From an optimization exercise on the open Yosys and OpenROAD flow, aimed at small area, a short achievable clock period and few clock cycles per item; shortcuts taken in it are not production practice.
Function was checked by simulation only, so behaviour that the tests miss may differ from the original.
Power figures rest on the tool's default switching activity, not on a simulated workload.

==> flow/design.v, too long to show whole: its modules and the start of the top module <==
// module fltr_sched: 1794 lines
// module fltr_fa: 4 lines
// module fltr_ha: 4 lines
module fltr_sched #(
   parameter int unsigned NCH  = 4,
   parameter int unsigned TAPS = 4,
   parameter int unsigned DW   = 16,
   parameter int unsigned CW   = 16,
   parameter int unsigned OW   = 32
) (
   input  logic                     clk,
   input  logic                     rst_n,
   input  logic [NCH-1:0]           req_vld,
   input  logic [NCH*DW-1:0]        req_data,
   output logic [NCH-1:0]           req_rdy,
   input  logic                     cfg_we,
   input  logic [$clog2(TAPS)-1:0]  cfg_addr,
   input  logic [CW-1:0]            cfg_coef,
   output logic                     cfg_busy,
   output logic                     out_vld,
   input  logic                     out_rdy,
   output logic [$clog2(NCH)-1:0]   out_ch,
   output logic [OW-1:0]            out_data
);
  // ...
==> flow/flow/run.sh <==
#!/bin/bash
# Standard synthesis (bash standard.sh synth) and the standard layout, with a larger
# setup slack margin for ORFS's repair_timing steps so the layout is optimised beyond the
# 11 ns constraint. Logs: synth.log, layout.log (ORFS's per-step logs are under orfs/logs).
set -uo pipefail
MARGIN=6.0
bash standard.sh synth > synth.log 2>&1 || { tail -50 synth.log; exit 1; }
bash standard.sh SETUP_SLACK_MARGIN=$MARGIN  finish > layout.log 2>&1 || { tail -50 layout.log; exit 1; }
==> flow/standard.sh <==
#!/bin/bash
# synth_recipe.tcl (not shown) runs the flow's synth.tcl, then flattens the netlist and writes it again
# the make line also repeats each setting of config.mk as NAME=value (left out here)
make -C /OpenROAD-flow-scripts/flow DESIGN_CONFIG=/design/flow/config.mk WORK_HOME=/design/flow/orfs CLKGATE_MAP_FILE= SYNTH_SCRIPT=/design/flow/synth_recipe.tcl "${@:-finish}"
==> flow/config.mk <==
export PLATFORM = sky130hd
export DESIGN_NAME = fltr_sched
export DESIGN_NICKNAME = fltr_sched
export VERILOG_FILES = /design/flow/design.v
export SDC_FILE = /design/flow/constraint.sdc
export NUM_CORES = 4
export LEC_CHECK = 0
export CAP_MARGIN = 20
export CORE_MARGIN = 2
export CORE_UTILIZATION = 40
export SLEW_MARGIN = 20
export SYNTH_HIERARCHICAL = 1
export SYNTH_MINIMUM_KEEP_SIZE = 0
==> flow/constraint.sdc <==
create_clock -name core_clock -period 11.0 [get_ports {clk}]
set_input_delay 2.2000 -clock core_clock [delete_from_list [all_inputs] [get_ports {clk}]]
set_output_delay 2.2000 -clock core_clock [all_outputs]
set_load 0.01 [all_outputs]
==> flow_summary.json, run 1 <==
{
  "status": "finished clean",
  "root_buffer": "clkbuf_16",
  "hold_start": "a_ch_q[0]",
  "multi_input_area_share_pct": 55.8,
  "wl_met3_um": 20100,
  "criticalPathCategory": "reg2out",
  "path_common_cell": "buf_6",
  "antenna_found_initial": 4,
  "yosys_register_bits": 434,
  "fin_cells": 4688,
  "drc": 0,
  "pwr-share-seq_pct": 19.1,
  "netlist_area_mm2": 0.0385,
  "core_mm2": 0.0952,
  "cp_max_fo": 7,
  "wl_per_cell_um": 30.7,
  "top_power_group": "combinational cells",
  "leakage_nw": 17.2,
  "drv_cap": 0,
  "htreeDepth": 2,
  "crit_path_max_incr_delay_ns": 0.44,
  "r2r_cells": 11,
  "seq_cells": 434,
  "grt_pass1_vias": 29100,
  "grt_usage_pct": 28.5,
  "placed_cell_area_mm2": 0.0406,
  "path_cells": "ha_4 > a211oi_2 > o21ai_2 > o2111ai_2 > nand3_2 > a21bo_4 > or2_4 > nor2_4 > buf_6 > buf_6 > buf_6 > buf_6 > or2_4 > buf_6 > o21ai_2 > buf_2",
  "skew_ns": 0.0371,
  "synth_top_area_share_pct": 27.1,
  "routed.top_layer": "met5",
  "p_switching_w": 0.00737,
  "gp_congestion": 1.01,
  "synthMostInstantiatedCell": "a22oi_1",
  "cell_internal_pwr_w": 0.00890,
  "routed_wl_um": 144000,
  "design_area_mm2": 0.0457,
  "rsz0062_at_grt": "yes",
  "io_pins": 130,
  "multiInputGateArea_mm2": 0.0255,
  "yosysTopAreaCell": "fa_1"
}
Testbench counts, summed over its fixed seeds: cycles 2,064, items 2,048.
==> run 2, diff against run 1 <==
--- a/flow/design.v
+++ b/flow/design.v
@@ -14,58 +14,64 @@
    input  logic [$clog2(TAPS)-1:0]  cfg_addr,
    input  logic [CW-1:0]            cfg_coef,
    output logic                     cfg_busy,
    output logic                     out_vld,
    input  logic                     out_rdy,
    output logic [$clog2(NCH)-1:0]   out_ch,
    output logic [OW-1:0]            out_data
 );
-   logic [1:0]        last_q;
    logic [3:0][7:0]   bone, btwo, bneg;    
    logic [3:0][2:0][15:0] hist_q;    
    logic [3:0][1:0]   cnt_q;         
    logic [3:0][15:0]  op_q;          
    logic              a_vld_q;
    logic [1:0]        a_ch_q;
    logic              o_vld_q;
    logic [1:0]        o_ch_q;
    logic [33:0]       o_ra_q, o_rb_q;
-   logic [3:0][3:0] hp;
-   always_comb begin
-      for (int g = 0; g < 4; g++) begin
-         logic seen;
-         hp[g] = '0;
-         seen  = 1'b0;
-         for (int n = 1; n < 4; n++) begin
-            logic [1:0] idx;
-            idx = last_q + 2'(n);
-            if (idx == 2'(g)) seen = 1'b1;
-            if (!seen) hp[g][idx] = 1'b1;
-         end
-      end
-   end
+   logic [15:0] hp_q, hp_d;
+   function automatic logic [15:0] hp_for(input int last);
+      hp_for = '0;
+      for (int g = 0; g < 4; g++)
+         for (int h = 0; h < 4; h++)
+            if (((h - last + 7) % 4) < ((g - last + 7) % 4)) hp_for[4*g+h] = 1'b1;
+   endfunction
    logic [3:0] gnt;
    logic [1:0] gnt_ch;
    always_comb begin
-      for (int g = 0; g < 4; g++) gnt[g] = req_vld[g] && ((req_vld & hp[g]) == 4'b0);
+      for (int g = 0; g < 4; g++) gnt[g] = req_vld[g] && ((req_vld & hp_q[4*g +: 4]) == 4'b0);
       gnt_ch = {gnt[3] | gnt[2], gnt[3] | gnt[1]};
    end
+   always_comb begin
+      hp_d = '0;
+      for (int c = 0; c < 4; c++) if (gnt[c]) hp_d = hp_d | hp_for(c);
+   end
    logic out_move, acc_ok, hs;
    assign out_move = !o_vld_q || out_rdy;
    assign acc_ok   = !a_vld_q || out_move;
    assign hs       = acc_ok && (req_vld != 4'b0);
    assign req_rdy  = acc_ok ? gnt : 4'b0;
-   logic [3:0][15:0] op_d;
+   logic [3:0][3:0] osel;      
    always_comb begin
-      op_d = '0;
       for (int c = 0; c < 4; c++) begin
-         if (gnt[c]) op_d[0] = op_d[0] | req_data[16*c +: 16];
-         for (int k = 1; k < 4; k++)
-            if (gnt[c] && cnt_q[c] >= 2'(k)) op_d[k] = op_d[k] | hist_q[c][k-1];
+         osel[0][c] = gnt[c];
+         for (int k = 1; k < 4; k++) osel[k][c] = gnt[c] && cnt_q[c] >= 2'(k);
+      end
+   end
+   logic [3:0][15:0] op_d;
+   for (genvar k = 0; k < 4; k++) begin : g_opk
+      for (genvar i = 0; i < 16; i++) begin : g_opi
+         if (k == 0) begin : g_x
+            fltr_sel4 u_sel (.s(osel[k]), .d({req_data[48+i], req_data[32+i], req_data[16+i], req_data[i]}),
+                             .y(op_d[k][i]));
+         end else begin : g_h
+            fltr_sel4 u_sel (.s(osel[k]), .d({hist_q[3][k-1][i], hist_q[2][k-1][i], hist_q[1][k-1][i], hist_q[0][k-1][i]}),
+                             .y(op_d[k][i]));
+         end
       end
    end
    logic [3:0][15:0] d;
    assign d = op_q;
    logic [7:0] wone, wtwo, wneg;
    always_comb begin
       for (int j = 0; j < 8; j++) begin
          logic b2, b1, b0;
@@ -1714,65 +1720,76 @@
    wire fs516, fc516;
    fltr_fa u_fs516 (.a(fc453), .b(fs486), .c(fc485), .s(fs516), .co(fc516));
    wire fs517, fc517;
    fltr_fa u_fs517 (.a(fc455), .b(fs487), .c(fc486), .s(fs517), .co(fc517));
    wire fs518, fc518;
    fltr_fa u_fs518 (.a(hs29), .b(fc457), .c(fc487), .s(fs518), .co(fc518));
    wire [33:0] row_a = {1'b1, fc518, fc517, fc516, fc515, fc514, fc513, fc512, fc511, fc510, fc509, fc508, fc507, fc506, fc505, fc504, fc503, fc502, fc501, fc500, fc499, fc498, fc497, fc496, fc495, fc494, fc493, fc492, fc491, fc490, fc489, fc488, hc30, hs30};
    wire [33:0] row_b = {1'b0, hc29, fs518, fs517, fs516, fs515, fs514, fs513, fs512, fs511, fs510, fs509, fs508, fs507, fs506, fs505, fs504, fs503, fs502, fs501, fs500, fs499, fs498, fs497, fs496, fs495, fs494, fs493, fs492, fs491, fs490, fs489, fs488, fs399};
-   assign acc = row_a + row_b;
-   logic [30:0] pg_g, pg_p;
+   logic [33:0] op_, og_;
+   assign op_ = o_ra_q ^ o_rb_q;
+   assign og_ = o_ra_q & o_rb_q;
    logic [30:0] gl [0:5];
    logic [30:0] pl [0:5];
-   assign pg_g = o_ra_q[30:0] & o_rb_q[30:0];
-   assign pg_p = o_ra_q[30:0] ^ o_rb_q[30:0];
-   assign gl[0] = pg_g;
-   assign pl[0] = pg_p;
+   assign gl[0] = og_[30:0];
+   assign pl[0] = op_[30:0];
    for (genvar l = 0; l < 5; l++) begin : g_ks
       for (genvar i = 0; i < 31; i++) begin : g_bit
-         if (i >= (1 << l)) begin : g_op
-            assign gl[l+1][i] = gl[l][i] | (pl[l][i] & gl[l][i - (1 << l)]);
-            assign pl[l+1][i] = pl[l][i] & pl[l][i - (1 << l)];
+         if (i >= (2 << l)) begin : g_op
+            fltr_pg u_pg (.gh(gl[l][i]), .ph(pl[l][i]), .gl(gl[l][i - (1 << l)]),
+                          .pl(pl[l][i - (1 << l)]), .g(gl[l+1][i]), .p(pl[l+1][i]));
+         end else if (i >= (1 << l)) begin : g_gop
+            fltr_g u_g (.gh(gl[l][i]), .ph(pl[l][i]), .gl(gl[l][i - (1 << l)]), .g(gl[l+1][i]));
+            assign pl[l+1][i] = 1'b0;
          end else begin : g_pass
             assign gl[l+1][i] = gl[l][i];
             assign pl[l+1][i] = pl[l][i];
          end
       end
    end
    logic [31:0] cy;           
    assign cy = {gl[5], 1'b0};
    logic [30:0] s_lo;
-   assign s_lo = pg_p ^ cy[30:0];
+   assign s_lo = op_[30:0] ^ cy[30:0];
    logic [2:0] s_hi0, s_hi1;
-   assign s_hi0 = o_ra_q[33:31] + o_rb_q[33:31];
-   assign s_hi1 = o_ra_q[33:31] + o_rb_q[33:31] + 3'd1;
-   logic ovf0, ovf1, ovf, sgn;
+   logic c32_0, c33_0, c32_1, c33_1;
+   assign c32_0 = og_[31];
+   assign c33_0 = og_[32] | (op_[32] & c32_0);
+   assign s_hi0 = {op_[33] ^ c33_0, op_[32] ^ c32_0, op_[31]};
+   assign c32_1 = og_[31] | op_[31];
+   assign c33_1 = og_[32] | (op_[32] & c32_1);
+   assign s_hi1 = {op_[33] ^ c33_1, op_[32] ^ c32_1, !op_[31]};
+   logic ovf0, ovf1;
    assign ovf0 = !(s_hi0 == 3'b000 || s_hi0 == 3'b111);
    assign ovf1 = !(s_hi1 == 3'b000 || s_hi1 == 3'b111);
-   assign ovf  = cy[31] ? ovf1 : ovf0;
-   assign sgn  = cy[31] ? s_hi1[2] : s_hi0[2];
-   logic [31:0] sat;
-   assign sat = ovf ? {sgn, {31{!sgn}}} : {cy[31] ? s_hi1[0] : s_hi0[0], s_lo};
+   logic [31:0] sat0, sat1, sat;
+   assign sat0 = ovf0 ? {s_hi0[2], {31{!s_hi0[2]}}} : {s_hi0[0], s_lo};
+   assign sat1 = ovf1 ? {s_hi1[2], {31{!s_hi1[2]}}} : {s_hi1[0], s_lo};
+   logic [3:0] c31;
+   for (genvar m = 0; m < 4; m++) begin : g_c31
+      fltr_g u_g (.gh(gl[4][30]), .ph(pl[4][30]), .gl(gl[4][14]), .g(c31[m]));
+      assign sat[8*m +: 8] = c31[m] ? sat1[8*m +: 8] : sat0[8*m +: 8];
+   end
    always_ff @(posedge clk or negedge rst_n) begin
       if (!rst_n) begin
-         last_q  <= 2'd3;
+         hp_q    <= hp_for(3);
          bone    <= '0;
          btwo    <= '0;
          bneg    <= '0;
          cnt_q   <= '0;
          a_vld_q <= 1'b0;
          o_vld_q <= 1'b0;
       end else begin
          if (cfg_we && !a_vld_q) begin
             bone[cfg_addr] <= wone;
             btwo[cfg_addr] <= wtwo;
             bneg[cfg_addr] <= wneg;
          end
-         if (hs) last_q <= gnt_ch;
+         if (hs) hp_q <= hp_d;
          for (int c = 0; c < 4; c++)
             if (hs && gnt[c] && cnt_q[c] != 2'd3) cnt_q[c] <= cnt_q[c] + 2'd1;
          if (acc_ok) a_vld_q <= hs;
          if (out_move) o_vld_q <= a_vld_q;
       end
    end
    always_ff @(posedge clk) begin
       if (acc_ok) begin
@@ -1787,16 +1804,27 @@
          o_rb_q  <= row_b;
       end
    end
    assign cfg_busy = a_vld_q;
    assign out_vld  = o_vld_q;
    assign out_ch   = o_ch_q;
    assign out_data = sat;
 endmodule
+module fltr_pg (input logic gh, input logic ph, input logic gl, input logic pl,
+                output logic g, output logic p);
+   assign g = gh | (ph & gl);
+   assign p = ph & pl;
+endmodule
+module fltr_g (input logic gh, input logic ph, input logic gl, output logic g);
+   assign g = gh | (ph & gl);
+endmodule
+module fltr_sel4 (input logic [3:0] s, input logic [3:0] d, output logic y);
+   assign y = |(s & d);
+endmodule
 module fltr_fa (input logic a, input logic b, input logic c, output logic s, output logic co);
    assign s  = a ^ b ^ c;
    assign co = (a & b) | (a & c) | (b & c);
 endmodule
 module fltr_ha (input logic a, input logic b, output logic s, output logic co);
    assign s  = a ^ b;
    assign co = a & b;
 endmodule
==> flow/flow/run.sh (replaced) <==
#!/bin/bash
# Standard synthesis (bash standard.sh synth) and the standard layout, with a larger
# setup slack margin for ORFS's repair_timing steps so the layout is optimised beyond the
# 11 ns constraint. Logs: synth.log, layout.log (ORFS's per-step logs are under orfs/logs).
set -uo pipefail
MARGIN=6.0
bash standard.sh synth > synth.log 2>&1 || { tail -50 synth.log; exit 1; }
bash standard.sh SETUP_SLACK_MARGIN=$MARGIN "BUFFER_PORTS_ARGS=-buffer_cell sky130_fd_sc_hd__buf_4" REMOVE_ABC_BUFFERS=1 finish > layout.log 2>&1 || { tail -50 layout.log; exit 1; }
==> flow/config.mk (replaced) <==
export PLATFORM = sky130hd
export DESIGN_NAME = fltr_sched
export DESIGN_NICKNAME = fltr_sched
export VERILOG_FILES = /design/flow/design.v
export SDC_FILE = /design/flow/constraint.sdc
export NUM_CORES = 4
export LEC_CHECK = 0
export CAP_MARGIN = 20
export CORE_MARGIN = 2
export CORE_UTILIZATION = 60
export CTS_CLUSTER_DIAMETER = 100
export CTS_CLUSTER_SIZE = 24
export SLEW_MARGIN = 20
export SYNTH_HIERARCHICAL = 1
export SYNTH_MINIMUM_KEEP_SIZE = 0
==> run 2 against run 1 <==
Against the previous run: still clean; routed wire length down 3.2%; combinational power down 29%; highest routed layer unchanged; sequential power down 9.3%.
==> flow_summary.json, run 2 <==
{
  "final-setup-viol-count": 0,
  "vias": 29700,
  "whs_path_depth": 0,
  "insertion_delay_ns": 0.64,
  "reg_top3": "hist_q (192), op_q (64)",
  "leakage_nw": 17.9,
  "die_h_um": 260,
  "cts_tree": "built",
  "final_common_cell": "a22oi_1",
  "yosysTopAreaCell": "fa_1",
  "power_density_mw_per_mm2": 269,
  "whs_endpoint": "o_ch_q[0]",
  "wl_per_cell_um": 32.6,
  "die_x_um": 260,
  "r2r_end": "o_rb_q[17]",
  "clkTransAtPathRegs_ns": 0.09,
  "fin_setup_tns_ns": 0,
  "core_mm2": 0.0647,
  "grt_max_degree": 69,
  "final_core_util_pct": 68.9,
  "yosys_register_bits": 444,
  "antenna_found_initial": 1,
  "routed_wl_um": 140000,
  "criticalPathCategory": "reg2out",
  "dp.final_hpwl_um": 99100,
  "htreeDepth": 1,
  "cts_buffers": 24,
  "io_buffers": 129,
  "start_util_pct": 60.8,
  "largest_reg_flops": 192,
  "cp.required_ns": 8.80,
  "grt_usage_pct": 41.4,
  "relSlewSlack_pct": 24.6,
  "fin_crit_sh_pct": 48.6,
  "hold_class": "reg2reg",
  "hold_viol": 0,
  "critPathLaunchType": "register",
  "layout_common_cells": "a22oi_1 (595), xnor2_1 (544), fa_1 (495)",
  "async_reset_ff_share_pct": 26.6,
  "synth_area_leaders": "fa_1 (26%), edfxtp_1 (25%), xnor2_1 (12%)",
  "skew_ns": 0.0390,
  "gp_congestion": 1.01,
  "drc": 0,
  "fmax_mhz": 187,
  "r2r-start": "op_q[13]",
  "syn_inst": 3257,
  "hold_start": "a_ch_q[0]",
  "synth_commonest_cells": "a22oi_1 (612), xnor2_1 (546), fa_1 (520)",
  "rrSetupSlack_ns": 6.04,
  "die_area_mm2": 0.0676,
  "r2r_cells": 11,
  "io_pins": 130,
  "yosysUniqueCellTypes": 49,
  "synth_top_area_share_pct": 26.5,
  "cts_sinks": 444,
  "first_iter_violations": 4428,
  "netlist_area_mm2": 0.0393,
  "fin_crit_ns": 5.34,
  "yosysSeqAreaShare_pct": 32.4,
  "rows": 93,
  "antenna_left": 0,
  "drtPass1Iterations": 8,
  "rsz0062_at_grt": "yes",
  "drive_above_1_share_pct": 19.9,
  "drv_slew": 0,
  "detail_route.vias_per_cell": 6.94,
  "synthFlopType": "edfxtp_1",
  "cp-end-kind": "output pin",
  "areaGrowthSynthToFinish_pct": 13.2,
  "drv_cap": 0,
  "ctsHoldBuffers": 0,
  "critPathArrivalTime_ns": 3.14,
  "synth_enable_flop_cells": 326,
  "grt_remaining_overflow": 0,
  "cp_max_fo": 8,
  "ir_drop_uv": 238,
  "syn_avg_cell_area_um2": 12.1,
  "grt_pass1_vias": 30700,
  "top_register": "hist_q",
  "status": "finished clean",
  "cts_buffer_depth": 3,
  "final_nets": 4098,
  "yosys_warnings": 11,
  "tightestPinTransition_ns": 1.13,
  "root_buffer": "clkbuf_16",
  "grt_pass1_wl_um": 203000,
  "synthMostInstantiatedCell": "a22oi_1"
}
==> run 2: cell count changes after synthesis, moves of 17 or more <==
cell,change
a21o_1,+112
and2_1,+80
o21ai_0,-65
nand2_1,-58
clkbuf_1,-54
a21oi_1,-35
buf_2,+33
a31oi_1,+28
o2bb2ai_1,+20
xnor2_1,+17
==> run 2: per-stage QoR <==
step	hold WS [ns]	setup slack [ns]	total power, W	instances	area, um^2
5_1_grt	0.464	5.57	0.0129	4274	44500
3_5_place_dp	0.426	5.32	0.0101	3996	40800
6_report	0.443	5.66	0.0120	4275	44500
4_1_cts	0.454	5.69	0.0117	4245	44000
3_3_place_gp	0.431	5.35	0.00986	3996	40800
2_1_floorplan	0.400	3.87	0.00748	2926	38100
==> run 2: worst max-delay path: stages (launching register included) <==
cell and delay, ns:
edfxtp_1 0.44, ha_4 0.32, a21o_4 0.26, a21o_1 0.16, a21o_1 0.19, a21o_1 0.20, a21o_1 0.19, a211o_1 0.27
o31ai_4 0.07, buf_6 0.18, a31oi_1 0.07, buf_4 0.16
==> run 2: area by class of cell <==
type / count / area [um^2]
antenna: 1 / 2.50
sequential: 444 / 12900
clock buffer: 34 / 638
tap: 855 / 1070
timing repair buffer: 449 / 3770
clock inverter: 10 / 125
inverter: 36 / 140
fill: 4623 / 20200
multi-input combinational: 2446 / 25900
==> run 2: power by group <==
| part | switching (W) | total (W) | internal (W) |
|---|---|---|---|
| Clock | 0.000569 | 0.00100 | 0.000435 |
| Combinational | 0.00444 | 0.00817 | 0.00373 |
| Sequential | 0.000280 | 0.00282 | 0.00254 |
| Total | 0.00529 | 0.0120 | 0.00670 |
==> run 2: cell families after synthesis <==
| group | count (synthesis) | share of synthesized area (%) |
|---|---|---|
| other cells | 1 | 0.00953 |
| flops | 444 | 32.4 |
| fa+ha+maj | 607 | 29.2 |
| mux | 5 | 0.140 |
| xor+xnor | 578 | 12.9 |
| buf+inv | 374 | 3.69 |
| simple gates | 314 | 4.09 |
| compound gates | 934 | 17.6 |
==> run 2: layer usage <==
metal,vias to the layer above,GRT usage [%],part of all wire [%]
li1,11900,-,-
met1,15000,52.5,35
met2,2240,64.9,45
met3,553,14.9,13
met4,4,17.1,5.8
met5,-,0.570,0.045
==> run 2: timing repair <==
action | CTS | global route
resized for setup | 146 | 87
pin swaps | 33 | 34
setup buffers | 205 | 28
endpoints found under the setup margin | 64 | 202
endpoints found under the hold margin | 0 | 0
==> run 2: how the worst max path moves through the flow <==
stage	slack, ns	startpoint	end
2_1_floorplan	3.87	out_rdy	req_rdy[3]
3_3_place_gp	5.35	out_rdy	req_rdy[1]
3_5_place_dp	5.32	out_rdy	req_rdy[1]
4_1_cts	5.69	o_rb_q[2]	out_data[8]
5_1_grt	5.57	o_rb_q[31]	out_data[11]
6_report	5.66	o_ra_q[30]	out_data[13]
==> run 2: Yosys stat by module (local to each module, per instance) <==
module / area, um^2 / copies in the design
fltr_sched: 25900 / 1
fltr_ha: 12.5 / 30
fltr_g: 7.51 / 33
fltr_sel4: 18.8 / 64
fltr_fa: 20.0 / 518
fltr_pg: 13.8 / 94
Testbench counts of run 2, summed over its fixed seeds: cycles 2,064, items 2,048.
==> run 3, diff against run 2 <==
--- a/flow/config.mk
+++ b/flow/config.mk
@@ -15 +15,2 @@
 export SYNTH_MINIMUM_KEEP_SIZE = 0
+export TNS_END_PERCENT = 5
==> run 3 against run 2 <==
Against the previous run: still clean; sequential power barely moved; via count is 1.3% lower; highest routed layer is now met4; design area is 1.4% lower.
==> flow_summary.json, run 3 <==
{
  "placed_cells": 3996,
  "yosysSeqAreaShare_pct": 32.4,
  "synth_enable_flop_cells": 326,
  "fmax_mhz": 186,
  "die_area_mm2": 0.0676,
  "detail_route.vias_per_cell": 6.95,
  "r2r-start": "bone[27]",
  "p_switching_w": 0.00522,
  "clockPowerShare_pct": 8.5,
  "final-setup-viol-count": 0,
  "drc": 0,
  "insertion_delay_ns": 0.63,
  "fin_crit_sh_pct": 48.8,
  "grt_pass1_vias": 29600,
  "critPathLaunchType": "register",
  "hold_start": "a_ch_q[0]",
  "rows": 93,
  "criticalPathCategory": "reg2out",
  "yosys_register_bits": 444,
  "die_x_um": 260,
  "status": "finished clean",
  "final_common_cell": "a22oi_1",
  "hold_class": "reg2reg",
  "grt_max_degree": 69,
  "r2r_end": "o_rb_q[19]",
  "drtPass1Iterations": 8,
  "synthMostInstantiatedCell": "a22oi_1",
  "htreeDepth": 1,
  "cts_tree": "built",
  "leakage_nw": 17.6,
  "synth_commonest_cells": "a22oi_1 (612), xnor2_1 (546), fa_1 (520)",
  "p_comb_share_pct": 67.8,
  "routed_wl_um": 136000,
  "whs_endpoint": "o_ch_q[0]",
  "yosysTopAreaCell": "fa_1",
  "gp_congestion": 1.01,
  "antenna_found_initial": 2,
  "vias": 29300,
  "final_nets": 4034,
  "async_reset_ff_share_pct": 26.6,
  "die_h_um": 260,
  "r2r_cells": 10,
  "pwr-share-seq_pct": 23.7,
  "drive_above_1_share_pct": 17.1,
  "core_mm2": 0.0647,
  "rrSetupSlack_ns": 5.79,
  "cp.required_ns": 8.80,
  "layout_common_cells": "a22oi_1 (607), xnor2_1 (546), fa_1 (508)",
  "io_pins": 130,
  "skew_ns": 0.0445,
  "first_iter_violations": 4008,
  "cp-end-kind": "output pin",
  "io_buffers": 129,
  "grt_usage_pct": 40.2,
  "syn_inst": 3257,
  "cp_max_fo": 8,
  "wl_per_cell_um": 32.2,
  "reg_top3": "hist_q (192), op_q (64)",
  "fin_cells": 4212,
  "drv_cap": 0,
  "ir_drop_uv": 229,
  "critPathArrivalTime_ns": 3.17,
  "tightestPinTransition_ns": 1.09,
  "final_core_util_pct": 67.9,
  "fin_setup_tns_ns": 0,
  "ctsHoldBuffers": 0,
  "cts_sinks": 444,
  "whs_path_depth": 0,
  "synth_area_leaders": "fa_1 (26%), edfxtp_1 (25%), xnor2_1 (12%)",
  "rsz0062_at_grt": "yes",
  "relSlewSlack_pct": 26.9,
  "hold_viol": 0,
  "root_buffer": "clkbuf_16",
  "start_util_pct": 60.8,
  "antenna_left": 0,
  "areaGrowthSynthToFinish_pct": 11.6,
  "cts_buffer_depth": 3,
  "synthFlopType": "edfxtp_1",
  "fill_cells": 4700,
  "swShare_pct": 44.1,
  "power_density_mw_per_mm2": 269,
  "drv_slew": 0,
  "cell_internal_pwr_w": 0.00661,
  "synth_top_area_share_pct": 26.5,
  "largest_reg_flops": 192,
  "netlist_area_mm2": 0.0393,
  "cts_buffers": 24,
  "dp.final_hpwl_um": 99100,
  "grt_remaining_overflow": 0,
  "fin_crit_ns": 5.37,
  "clkTransAtPathRegs_ns": 0.09,
  "syn_avg_cell_area_um2": 12.1,
  "top_register": "hist_q",
  "yosys_warnings": 11,
  "yosysUniqueCellTypes": 49,
  "grt_pass1_wl_um": 197000
}
run 3: cell counts after synthesis:
Identical to the previous run, type by type.
run 3: what timing repair did:
action / in CTS / in global routing
endpoints found under the setup margin: 64 / 65
hold endpoints to repair: 0 / 0
buffers inserted: 25 / 144
gates resized for setup: 72 / 90
pin swaps: 26 / 13
run 3: worst max path at each step:
stage                    to  depth (start not counted)  startpoint
2_1_floorplan    req_rdy[3]                          4     out_rdy
3_3_place_gp     req_rdy[1]                          6     out_rdy
3_5_place_dp     req_rdy[1]                          6     out_rdy
4_1_cts         out_data[8]                         11   o_rb_q[2]
5_1_grt         out_data[8]                         11  o_rb_q[26]
6_report       out_data[13]                         11  o_ra_q[28]
run 3: through the flow:
step           hold slack (ns)  area, um^2  total power, W  setup WS (ns)
6_report                 0.441       43900          0.0118           5.63
5_1_grt                  0.464       43900          0.0127           5.54
4_1_cts                  0.454       42100          0.0114           5.69
3_5_place_dp             0.426       40800          0.0101           5.32
3_3_place_gp             0.431       40800         0.00986           5.35
2_1_floorplan            0.400       38100         0.00748           3.87
run 3: logic make-up (layout without fill, tap and decap cells):
kind of cell / after synthesis / in the layout / synth area share, %
xor gates and xnor gates: 578 / 578 / 12.9
buffers and inverters: 374 / 465 / 3.69
adders and majority gates: 607 / 607 / 29.2
muxes: 5 / 5 / 0.140
and+or+nand+nor: 314 / 314 / 4.09
DFF: 444 / 444 / 32.4
other: 1 / 10 / 0.00953
AOI/OAI and AO/OA: 934 / 934 / 17.6
run 3: cell type report:
type,count,area (um^2),share of cell area [%]
inverter,36,135,0.308
timing repair buffer,385,3380,7.71
clock inverter,10,125,0.285
sequential,444,12900,29.3
multi-input combinational,2446,25700,58.5
clock buffer,34,638,1.45
tap,855,1070,2.44
antenna,2,5.00,0.0114
run 3: worst max-delay path, stage by stage (launching register included):
cell	delay [ns]
edfxtp_1	0.43
ha_4	0.31
a21o_4	0.24
a21o_1	0.18
a21o_1	0.21
a21o_1	0.21
a21o_1	0.20
a211o_1	0.27
o31ai_4	0.07
buf_6	0.17
a31oi_1	0.06
buf_4	0.16
run 3: Yosys stat by module, one instance, submodules excluded:
| module | copies in the design | flip-flops and latches | cells |
|---|---|---|---|
| fltr_pg | 94 | 0 | 2 |
| fltr_fa | 518 | 0 | 1 |
| fltr_ha | 30 | 0 | 1 |
| fltr_sel4 | 64 | 0 | 3 |
| fltr_sched | 1 | 444 | 2296 |
| fltr_g | 33 | 0 | 1 |
run 3: routing by layer:
layer	global-route usage [%]	share of wire [%]	routed length (um)	up-vias
met5	0	0	0	-
met4	16.7	5.6	7560	0
met3	13.9	14	18400	495
met2	62.2	45	61100	2267
met1	51.9	36	48700	14800
li1	-	-	-	11700
run 3: power by group through the flow:
stage | registers [W] | clock network [W] | logic [W]
after detailed placement | 0.00300 | 0 | 0.00714
after global placement | 0.00299 | 0 | 0.00687
final | 0.00281 | 0.00100 | 0.00802
after floorplan | 0.00288 | 0 | 0.00461
after global routing | 0.00283 | 0.00107 | 0.00882
after CTS | 0.00299 | 0.00101 | 0.00743

[afterwards: timing with drivers on the ports]
The results above use ideal ports. As a check the final layouts listed here were re-extracted and re-timed, cells and wires unchanged. Step 1 sets driving cells, clkbuf_16 on the clock port and buf_2 on the other inputs (assumed; they add their load-dependent delay and slew). Step 2, shift: input delay + t, output delay - t, t = (earliest + latest rising clock arrival at the registers) / 2. This alone moves slack from input paths to output paths. Slacks: no drivers / after step 1 / after step 2; pairs: no drivers / after step 1.
run | t (ns) | setup WS [ns] | worst slew at a driven data input, ns | cell pins on the clock port's net
run 1 | 0.689 | 5.109 / 5.039 / 5.618 | 0.10 | 1
run 2 | 0.674 | 5.657 / 5.592 / 5.296 | 0.06 | 1
run 3 | 0.674 | 5.631 / 5.567 / 5.685 | 0.06 | 1
After both steps every run listed still meets setup and hold. The setup slack of run 2, which loses most, moves by -0.065 ns with the drivers and by -0.361 ns with both steps.
